What follows belongs to an exercise in optimizing a design on an open flow for small area, a short achievable clock period and few clock cycles per item; a production flow would make more cautious choices. In this exercise RTL edits were held to simulation tests only and were not proved equivalent to the original. No activity file was given, so power comes from the tool's default toggle rates.

--- run.sh ---
#!/bin/bash
# synth_recipe.tcl (not shown) runs the flow's synth.tcl, then flattens the netlist and writes it again
# the make line also repeats each setting of config.mk as NAME=value (left out here)
make -C /OpenROAD-flow-scripts/flow DESIGN_CONFIG=/design/flow/config.mk WORK_HOME=/design/flow/orfs CLKGATE_MAP_FILE= SYNTH_SCRIPT=/design/flow/synth_recipe.tcl finish
--- config.mk ---
export PLATFORM = sky130hd
export DESIGN_NAME = cpuChip
export DESIGN_NICKNAME = cpuChip
export VERILOG_FILES = /design/flow/design.v
export SDC_FILE = /design/flow/constraint.sdc
export NUM_CORES = 4
export LEC_CHECK = 0
export CAP_MARGIN = 20
export CORE_MARGIN = 2
export CORE_UTILIZATION = 50
export SLEW_MARGIN = 20
--- constraint.sdc ---
create_clock -name core_clock -period 14.0 [get_ports {clk}]
set_input_delay 2.8000 -clock core_clock [delete_from_list [all_inputs] [get_ports {clk}]]
set_output_delay 2.8000 -clock core_clock [all_outputs]
set_load 0.01 [all_outputs]
--- design.v ---
package cpuPkg;
    localparam int wordWidth    = 16;    
    localparam int regCount     = 8;
    localparam int regIdxWidth  = 3;
    localparam int memDepth     = 256;   
    localparam int memAddrWidth = 8;     
    localparam int immWidth     = 5;     
    localparam logic [4:0] opAdd  = 5'd0;
    localparam logic [4:0] opSub  = 5'd1;
    localparam logic [4:0] opOr   = 5'd2;
    localparam logic [4:0] opAnd  = 5'd3;
    localparam logic [4:0] opXor  = 5'd4;
    localparam logic [4:0] opSl   = 5'd5;
    localparam logic [4:0] opSr   = 5'd6;
    localparam logic [4:0] opAddi = 5'd7;    
    localparam logic [4:0] opSubi = 5'd8;
    localparam logic [4:0] opOri  = 5'd9;
    localparam logic [4:0] opAndi = 5'd10;
    localparam logic [4:0] opXori = 5'd11;
    localparam logic [4:0] opSli  = 5'd12;
    localparam logic [4:0] opSri  = 5'd13;
    localparam logic [4:0] opGt   = 5'd14;   
    localparam logic [4:0] opLt   = 5'd15;
    localparam logic [4:0] opEq   = 5'd16;
    localparam logic [4:0] opBr   = 5'd17;   
    localparam logic [4:0] opStw  = 5'd18;
    localparam logic [4:0] opLdw  = 5'd19;
    typedef enum logic [3:0] {
        aluIdle, aluAdd, aluSub, aluOr, aluAnd, aluXor,
        aluSl, aluSr, aluGt, aluLt, aluEq
    } aluOp_t;
    typedef enum logic [1:0] {
        classAlu, classLoad, classStore, classNone
    } instrClass_t;
    typedef enum logic [2:0] {
        stFetch, stDecode, stExecute, stAluWrite,
        stMemRead, stLoadWrite, stStore
    } state_t;
    typedef union packed {
        struct packed {
            logic [regIdxWidth-1:0] rOut;
            logic [regIdxWidth-1:0] rA;
            logic [regIdxWidth-1:0] rB;
            logic [1:0]             unused;
            logic [4:0]             opcode;
        } regForm;
        struct packed {
            logic [regIdxWidth-1:0] rOut;
            logic [regIdxWidth-1:0] rA;
            logic [immWidth-1:0]    imm;
            logic [4:0]             opcode;
        } immForm;
    } instrWord_u;
    typedef struct packed {
        logic pcEn;
        logic irEn;
        logic mdrEn;
        logic memWrite;
        logic rfWrite;
        logic addrFromReg;   
        logic wbFromMdr;     
    } ctrl_t;
    typedef struct packed {
        logic                   valid;
        logic [regIdxWidth-1:0] regIdx;
        logic [wordWidth-1:0]   data;
    } wbReport_t;
    typedef struct packed {
        logic                 valid;
        logic [wordWidth-1:0] addr;
        logic [wordWidth-1:0] data;
    } storeReport_t;
    typedef struct packed {
        logic                    en;
        logic [memAddrWidth-1:0] addr;
        logic [wordWidth-1:0]    data;
    } loadPort_t;
endpackage
import cpuPkg::*;
module alu (
    input  logic                 clk,
    input  logic                 reset,
    input  logic                 en,        
    input  cpuPkg::aluOp_t               op,
    input  logic [wordWidth-1:0] a,
    input  logic [wordWidth-1:0] b,
    output logic [wordWidth-1:0] result
);
    logic [3:0] shamt;
    assign shamt = b[3:0];    
    always_ff @(posedge clk or posedge reset) begin
        if (reset) begin
            result <= '0;
        end else if (en) begin
            case (op)
                aluAdd: result <= a + b;         
                aluSub: result <= a - b;
                aluOr:  result <= a | b;
                aluAnd: result <= a & b;
                aluXor: result <= a ^ b;
                aluSl:  result <= a << shamt;   
                aluSr:  result <= a >> shamt;
                aluGt:  result <= {{(wordWidth-1){1'b0}}, (a > b)};
                aluLt:  result <= {{(wordWidth-1){1'b0}}, (a < b)};
                aluEq:  result <= {{(wordWidth-1){1'b0}}, (a == b)};
                default: result <= result;      
            endcase
        end
    end
endmodule
import cpuPkg::*;
module regFile (
    input  logic                   clk,
    input  logic                   reset,
    input  logic                   we,
    input  logic [regIdxWidth-1:0] rdIdxA,
    input  logic [regIdxWidth-1:0] rdIdxB,
    input  logic [regIdxWidth-1:0] wrIdx,
    input  logic [wordWidth-1:0]   wrData,
    output logic [wordWidth-1:0]   rdDataA,
    output logic [wordWidth-1:0]   rdDataB
);
    logic [wordWidth-1:0] regs [regCount];    
    always_ff @(posedge clk or posedge reset) begin
        if (reset) begin
            for (int i = 0; i < regCount; i++) begin
                regs[i] <= '0;
            end
        end else if (we) begin
            regs[wrIdx] <= wrData;
        end
    end
    assign rdDataA = regs[rdIdxA];
    assign rdDataB = regs[rdIdxB];
endmodule
import cpuPkg::*;
module instrDecoder (
    input  cpuPkg::instrWord_u  instr,
    output cpuPkg::aluOp_t      aluOp,
    output logic        immSel,        
    output cpuPkg::instrClass_t instrClass
);
    logic [4:0] opcode;
    assign opcode = instr.regForm.opcode;    
    always_comb begin
        aluOp      = aluIdle;
        immSel     = 1'b0;
        instrClass = classAlu;
        case (opcode)
            opAdd:  aluOp = aluAdd;
            opSub:  aluOp = aluSub;
            opOr:   aluOp = aluOr;
            opAnd:  aluOp = aluAnd;
            opXor:  aluOp = aluXor;
            opSl:   aluOp = aluSl;
            opSr:   aluOp = aluSr;
            opAddi: aluOp = aluAdd;
            opSubi: aluOp = aluSub;
            opOri:  aluOp = aluOr;
            opAndi: aluOp = aluAnd;
            opXori: aluOp = aluXor;
            opSli:  aluOp = aluSl;
            opSri:  aluOp = aluSr;
            opGt:   aluOp = aluGt;
            opLt:   aluOp = aluLt;
            opEq:   aluOp = aluEq;
            opStw:  instrClass = classStore;
            opLdw:  instrClass = classLoad;
            opBr:   instrClass = classNone;    
            default: begin
                instrClass = classNone;        
            end
        endcase
        if (opcode >= opAddi && opcode <= opSri) begin
            immSel = 1'b1;
        end
    end
endmodule
import cpuPkg::*;
module wordMemory (
    input  logic                 clk,
    input  cpuPkg::loadPort_t            load,     
    input  logic [wordWidth-1:0] addr,
    input  logic [wordWidth-1:0] wdata,
    input  logic                 we,
    output logic [wordWidth-1:0] rdata
);
    logic [wordWidth-1:0]    mem [memDepth];
    logic [memAddrWidth-1:0] wordAddr;
    assign wordAddr = addr[memAddrWidth-1:0];    
    always_ff @(posedge clk) begin
        if (load.en) begin
            mem[load.addr] <= load.data;
        end else if (we) begin
            mem[wordAddr] <= wdata;
        end
    end
    assign rdata = mem[wordAddr];
endmodule
import cpuPkg::*;
module controlFsm (
    input  logic        clk,
    input  logic        reset,
    input  cpuPkg::instrClass_t instrClass,    
    output cpuPkg::ctrl_t       ctrl
);
    cpuPkg::state_t state;
    cpuPkg::state_t nextState;
    always_ff @(posedge clk or posedge reset) begin
        if (reset) begin
            state <= stFetch;
        end else begin
            state <= nextState;
        end
    end
    always_comb begin
        nextState = stFetch;    
        case (state)
            stFetch:   nextState = stDecode;
            stDecode: begin
                case (instrClass)
                    classAlu:   nextState = stExecute;
                    classLoad:  nextState = stMemRead;
                    classStore: nextState = stStore;
                    default:    nextState = stFetch;    
                endcase
            end
            stExecute: nextState = stAluWrite;
            stMemRead: nextState = stLoadWrite;
            default:   nextState = stFetch;
        endcase
    end
    always_comb begin
        ctrl = '0;
        case (state)
            stFetch: begin
                ctrl.pcEn = 1'b1;         
                ctrl.irEn = 1'b1;
            end
            stMemRead: begin
                ctrl.mdrEn       = 1'b1;
                ctrl.addrFromReg = 1'b1;  
            end
            stAluWrite: begin
                ctrl.rfWrite = 1'b1;
            end
            stLoadWrite: begin
                ctrl.rfWrite   = 1'b1;
                ctrl.wbFromMdr = 1'b1;
            end
            stStore: begin
                ctrl.memWrite    = 1'b1;
                ctrl.addrFromReg = 1'b1;
            end
            default: ;
        endcase
    end
endmodule
import cpuPkg::*;
module datapath (
    input  logic                 clk,
    input  logic                 reset,
    input  cpuPkg::ctrl_t                ctrl,
    input  logic [wordWidth-1:0] memRdata,
    output cpuPkg::instrClass_t          instrClass,
    output logic [wordWidth-1:0] memAddr,
    output logic [wordWidth-1:0] memWdata,
    output logic                 memWe,
    output cpuPkg::wbReport_t            wb,
    output cpuPkg::storeReport_t         store
);
    logic [wordWidth-1:0] pc;
    cpuPkg::instrWord_u           ir;
    logic [wordWidth-1:0] mdr;      
    cpuPkg::aluOp_t               aluOp;
    logic                 immSel;
    logic                 aluEn;
    logic [wordWidth-1:0] immExt;
    logic [wordWidth-1:0] operandB;
    logic [wordWidth-1:0] aluResult;
    logic [wordWidth-1:0] rdDataA;
    logic [wordWidth-1:0] rdDataB;
    logic [wordWidth-1:0] wbData;
    always_ff @(posedge clk or posedge reset) begin
        if (reset) begin
            pc  <= '0;
            ir  <= '0;
            mdr <= '0;
        end else begin
            if (ctrl.pcEn) pc <= pc + 1'b1;
            if (ctrl.irEn) ir <= memRdata;     
            if (ctrl.mdrEn) mdr <= memRdata;   
        end
    end
    instrDecoder iDecoder (
        .instr      (ir),
        .aluOp      (aluOp),
        .immSel     (immSel),
        .instrClass (instrClass)
    );
    regFile iRegFile (
        .clk     (clk),
        .reset   (reset),
        .we      (ctrl.rfWrite),
        .rdIdxA  (ir.regForm.rA),
        .rdIdxB  (ir.regForm.rB),
        .wrIdx   (ir.regForm.rOut),
        .wrData  (wbData),
        .rdDataA (rdDataA),
        .rdDataB (rdDataB)
    );
    assign immExt   = {{(wordWidth-immWidth){ir.immForm.imm[immWidth-1]}}, ir.immForm.imm};
    assign operandB = immSel ? immExt : rdDataB;
    assign aluEn = !(ctrl.irEn || ctrl.rfWrite || ctrl.addrFromReg);
    alu iAlu (
        .clk    (clk),
        .reset  (reset),
        .en     (aluEn),
        .op     (aluOp),
        .a      (rdDataA),
        .b      (operandB),
        .result (aluResult)
    );
    assign memAddr  = ctrl.addrFromReg ? rdDataA : pc;
    assign memWdata = rdDataB;             
    assign memWe    = ctrl.memWrite;
    assign wbData = ctrl.wbFromMdr ? mdr : aluResult;
    assign wb.valid    = ctrl.rfWrite;     
    assign wb.regIdx   = ir.regForm.rOut;
    assign wb.data     = wbData;
    assign store.valid = ctrl.memWrite;
    assign store.addr  = memAddr;
    assign store.data  = memWdata;
endmodule
import cpuPkg::*;
module cpuTop (
    input  logic         clk,
    input  logic         reset,
    input  cpuPkg::loadPort_t    load,    
    output cpuPkg::wbReport_t    wb,
    output cpuPkg::storeReport_t store
);
    cpuPkg::ctrl_t                ctrl;
    cpuPkg::instrClass_t          instrClass;
    logic [wordWidth-1:0] memAddr;
    logic [wordWidth-1:0] memWdata;
    logic [wordWidth-1:0] memRdata;
    logic                 memWe;
    controlFsm iFsm (
        .clk        (clk),
        .reset      (reset),
        .instrClass (instrClass),
        .ctrl       (ctrl)
    );
    datapath iDatapath (
        .clk        (clk),
        .reset      (reset),
        .ctrl       (ctrl),
        .memRdata   (memRdata),
        .instrClass (instrClass),
        .memAddr    (memAddr),
        .memWdata   (memWdata),
        .memWe      (memWe),
        .wb         (wb),
        .store      (store)
    );
    wordMemory iMemory (
        .clk   (clk),
        .load  (load),
        .addr  (memAddr),
        .wdata (memWdata),
        .we    (memWe),
        .rdata (memRdata)
    );
endmodule
module cpuChip (
    input  logic        clk,
    input  logic        reset,         
    input  logic        load_en,       
    input  logic [7:0]  load_addr,
    input  logic [15:0] load_data,
    output logic        wb_valid,
    output logic [2:0]  wb_reg,
    output logic [15:0] wb_data,
    output logic        store_valid,
    output logic [15:0] store_addr,
    output logic [15:0] store_data
);
    cpuPkg::loadPort_t    load;
    cpuPkg::wbReport_t    wb;
    cpuPkg::storeReport_t store;
    assign load.en   = load_en;
    assign load.addr = load_addr;
    assign load.data = load_data;
    cpuTop iCpu (
        .clk   (clk),
        .reset (reset),
        .load  (load),
        .wb    (wb),
        .store (store)
    );
    assign wb_valid    = wb.valid;
    assign wb_reg      = wb.regIdx;
    assign wb_data     = wb.data;
    assign store_valid = store.valid;
    assign store_addr  = store.addr;
    assign store_data  = store.data;
endmodule
==> flow_summary.json <==
{
  "dp_cells": 16700,
  "cts.htree.levels": 5,
  "fin_nets": 12500,
  "synth.most_common_cell": "sky130_fd_sc_hd__edfxtp_1",
  "synth_seq_cells": 4291,
  "critical_path.max_fanout": 57,
  "synthesis.area_um2": 177000,
  "cts_tree": "built",
  "synth_top_cell_area_share_pct": 69.5,
  "initialDrtViolationCount": 19100,
  "initial_utilization_pct": 50.2,
  "average_instance_area_after_synthesis_um2": 14.4,
  "timing_max_transition_violations_final": 0,
  "cts_max_path_buffers": 4,
  "ys_types": 104,
  "report.power.total_mw": 46.3,
  "setup_viol": 0,
  "cp-end-kind": "output pin",
  "globalplace.congestion": 0.944,
  "grtUsageTotal_pct": 34.4,
  "r2r_setup_slack_ns": 6.26,
  "finish.cell_count_without_fillers": 17500,
  "num_io_pins": 80,
  "layout.area.seq_um2": 128000,
  "cts.repair_timing.setup_buffer_count": 0,
  "dpl-instance-area_um2": 184000,
  "postRouteWirelength_mm": 626,
  "dr_total_vias": 117000,
  "design_area_um2": 198000,
  "largest_incremental_delay_on_the_critical_path_ns": 0.65,
  "synth-main-ff-cell": "sky130_fd_sc_hd__edfxtp_1",
  "post-route-min-period_ns": 8.63,
  "synth.largest_area_cell": "sky130_fd_sc_hd__edfxtp_1",
  "finalHoldViolCount": 0,
  "largest_net_degree_at_the_start_of_global_routing": 201,
  "placement.io_buffers": 79,
  "most_frequent_cells_after_synthesis": "sky130_fd_sc_hd__edfxtp_1 (4096), sky130_fd_sc_hd__nand2_1 (2031), sky130_fd_sc_hd__a211oi_1 (689)",
  "worstPathRequired_ns": 11.20,
  "post_cts_resize_count": 0,
  "holdWs_ns": 0.477,
  "synth_top_cells_by_area": "sky130_fd_sc_hd__edfxtp_1 (70%), sky130_fd_sc_hd__nand2_1 (4.3%), sky130_fd_sc_hd__a211oi_1 (2.9%)",
  "synth-edff-count": 4096,
  "area_of_the_multi_input_gates_um2": 44900,
  "synth-async-reset-ratio_pct": 4.54,
  "share_of_the_clock_period_used_by_the_worst_path_pct": 61.7,
  "unrepaired_setup_endpoints_after_global_routing": "no",
  "detail_route.first_pass.iterations": 10,
  "first_pass_grt_wire_length_mm": 867,
  "first_global_vias": 109000,
  "worst_slew_pin_slew_ns": 1.33,
  "synth_sequential_area_ratio_pct": 72.3,
  "cts_sinks": 4291,
  "layout-drive-gt1-share_pct": 12.3,
  "placeableCoreArea_um2": 352000,
  "number_of_remaining_drc_errors": 0,
  "clock.fmax_ghz": 0.116,
  "outcome": "complete, no violations",
  "worst_clock_skew_ns": 0.0810,
  "yosysWarnings": 7,
  "ant_nets": 0,
  "die_h_um": 599,
  "routed_wire_length_per_instance_um": 35.7,
  "globalRoute.totalOverflow": 0,
  "insertion_delay_ns": 1.03,
  "num-fill-cells": 27700,
  "timing.critical_path.from_type": "register",
  "crit_chain": "buf_4 -> mux2i_1 -> a221oi_2 -> o221a_2 -> nor2_4 -> buf_4 -> inv_8 -> buf_4 -> buf_4 -> clkdlybuf4s50_1",
  "cp_data_arrival_time_ns": 5.83,
  "number_of_antenna_violations_at_the_first_check_in_global_routing": 50,
  "path_clk_slew_ns": 0.06,
  "synth_nets": 12400,
  "critPathMostFrequentCell": "sky130_fd_sc_hd__buf_4",
  "max-vdd-ir-drop_mv": 0.268,
  "cts-root-buf": "sky130_fd_sc_hd__clkbuf_16",
  "layout_setup_ws_ns": 5.37,
  "critical_path_class": "reg -> out",
  "hp-class": "reg -> reg",
  "area_growth_pct": 12.1,
  "syn-instance-count": 12300,
  "numCtsBuffers": 438,
  "die_area_um2": 359000,
  "routed_via_density": 6.69,
  "dpl_worst_slack_ns": 6.37,
  "rows": 218,
  "place_hpwl_mm": 375,
  "die-width_um": 599,
  "max_cap_violations": 0,
  "max-slew-margin-rel_pct": 11.3,
  "slowest_stage": "sky130_fd_sc_hd__clkdlybuf4s50_1",
  "leakage_nw": 66.7,
  "cts_hold_repair.buffers": 0,
  "power.density_nw_per_um2": 234
}
## final cells by class
type | instances | share of cell area, %
Antenna cell | 36 | 0.0454
Clock buffer | 536 | 5.82
Inverter | 111 | 0.235
Multi-Input combinational cell | 6970 | 22.6
Timing Repair Buffer | 593 | 2.57
Tap cell | 4730 | 2.98
Clock inverter | 268 | 1.23
Sequential cell | 4291 | 64.5
## cell families after synthesis
| family | synth area share [%] |
|---|---|
| AND/OR/NAND/NOR | 9.43 |
| buffers and inverters | 2.90 |
| AO/OA/AOI/OAI | 10.3 |
| adder cells (fa/ha/maj) | 0.426 |
| multiplexers | 4.57 |
| flip-flops | 72.3 |
| XOR/XNOR | 0.149 |
## cells in the final DEF, fill, tap and decap left out, drive strengths merged, types with 102 or more instances in the layout
cell / count
o21ai: 301
and3: 633
a21oi: 290
mux4: 188
nand3: 356
a22oi: 113
clkbuf: 536
nor2: 494
buf: 514
dfrtp: 195
a211oi: 689
edfxtp: 4096
clkinv: 212
a311oi: 102
a221oi: 103
mux2i: 352
inv: 119
nand2: 2032
a31oi: 453
## stage by stage
stage / utilization, % / TNS, ns
4_1_cts: 56.2 / 0
5_1_grt: 56.3 / 0
6_report: 56.3 / 0
2_1_floorplan: - / -2737.17
3_3_place_gp: 52.2 / 0
3_5_place_dp: 52.2 / 0
## power by group
group	switching, mW	total [mW]	internal [mW]
registers	0.293	14.7	14.4
clock network	5.04	11.6	6.52
logic	14.5	20.1	5.59
## critical path, delay by kind of cell, from the launching register on
| kind | cells | cell delay, ns |
|---|---|---|
| buffers and inverters | 6 | 3.12 |
| flip-flops | 1 | 0.34 |
| AND/OR/NAND/NOR | 1 | 0.07 |
| AO/OA/AOI/OAI | 2 | 0.85 |
| multiplexers | 1 | 0.21 |
## final timing paths
check                                       from                                 end  depth (start not counted)
setup / recovery           iCpu.iDatapath.ir[12]                       store_addr[2]                         10
setup reg to reg           iCpu.iDatapath.ir[12]               iCpu.iDatapath.mdr[9]                         16
min in group asynchronous                  reset  iCpu.iDatapath.iRegFile.regs[2][5]                          2
hold / removal             iCpu.iDatapath.pc[15]               iCpu.iDatapath.pc[15]                          1
hold reg to reg            iCpu.iDatapath.pc[15]               iCpu.iDatapath.pc[15]                          1
max in group asynchronous                  reset                iCpu.iDatapath.ir[9]                          3
## per-layer routing
layer | up-vias | share of wire, % | track usage (%)
li1 | 48100 | - | -
met1 | 59900 | 37 | 47.2
met2 | 8023 | 44 | 51.0
met3 | 1336 | 13 | 9.75
met4 | 22 | 5.1 | 15.8
met5 | - | 0.023 | 0
## sequential cells by signal, indices dropped and copies added, names as in the netlist
| register | count |
|---|---|
| iCpu.iMemory.mem | 4096 |
| iCpu.iDatapath.iRegFile.regs | 128 |
| iCpu.iDatapath.ir | 16 |
| iCpu.iDatapath.pc | 16 |
| iCpu.iDatapath.mdr | 16 |
| iCpu.iDatapath.iAlu.result | 16 |
| iCpu.iFsm.state | 3 |
Testbench counts, summed over its fixed seeds: cycles 209,605, reports 48,000.

-- afterwards: timing with drivers on the ports --
In the flow no input, the clock included, has a driving cell. The finished layout below was timed again as built, in two steps.
Step 1 (the two cells are an assumption about what drives the block):
set clk [get_ports {clk}]
set_driving_cell -lib_cell sky130_fd_sc_hd__clkbuf_16 $clk
set_driving_cell -lib_cell sky130_fd_sc_hd__buf_2 [delete_from_list [all_inputs] $clk]
Step 2 moves the port delays by t, midway between the first and last clock arrival at a register: inputs arrive t later, outputs are due t later. That takes back most of the time a late clock gives input paths.
Three values: no drivers, after step 1, after step 2; two values: the first two.
shift t [ns]: 1.109
setup slack, ns: 5.366 / 5.247 / 6.183
pins driven straight from the clock port: 1
After both steps this run still meets setup and hold. The setup slack of this run moves by -0.119 ns with the drivers and by +0.817 ns with both steps.
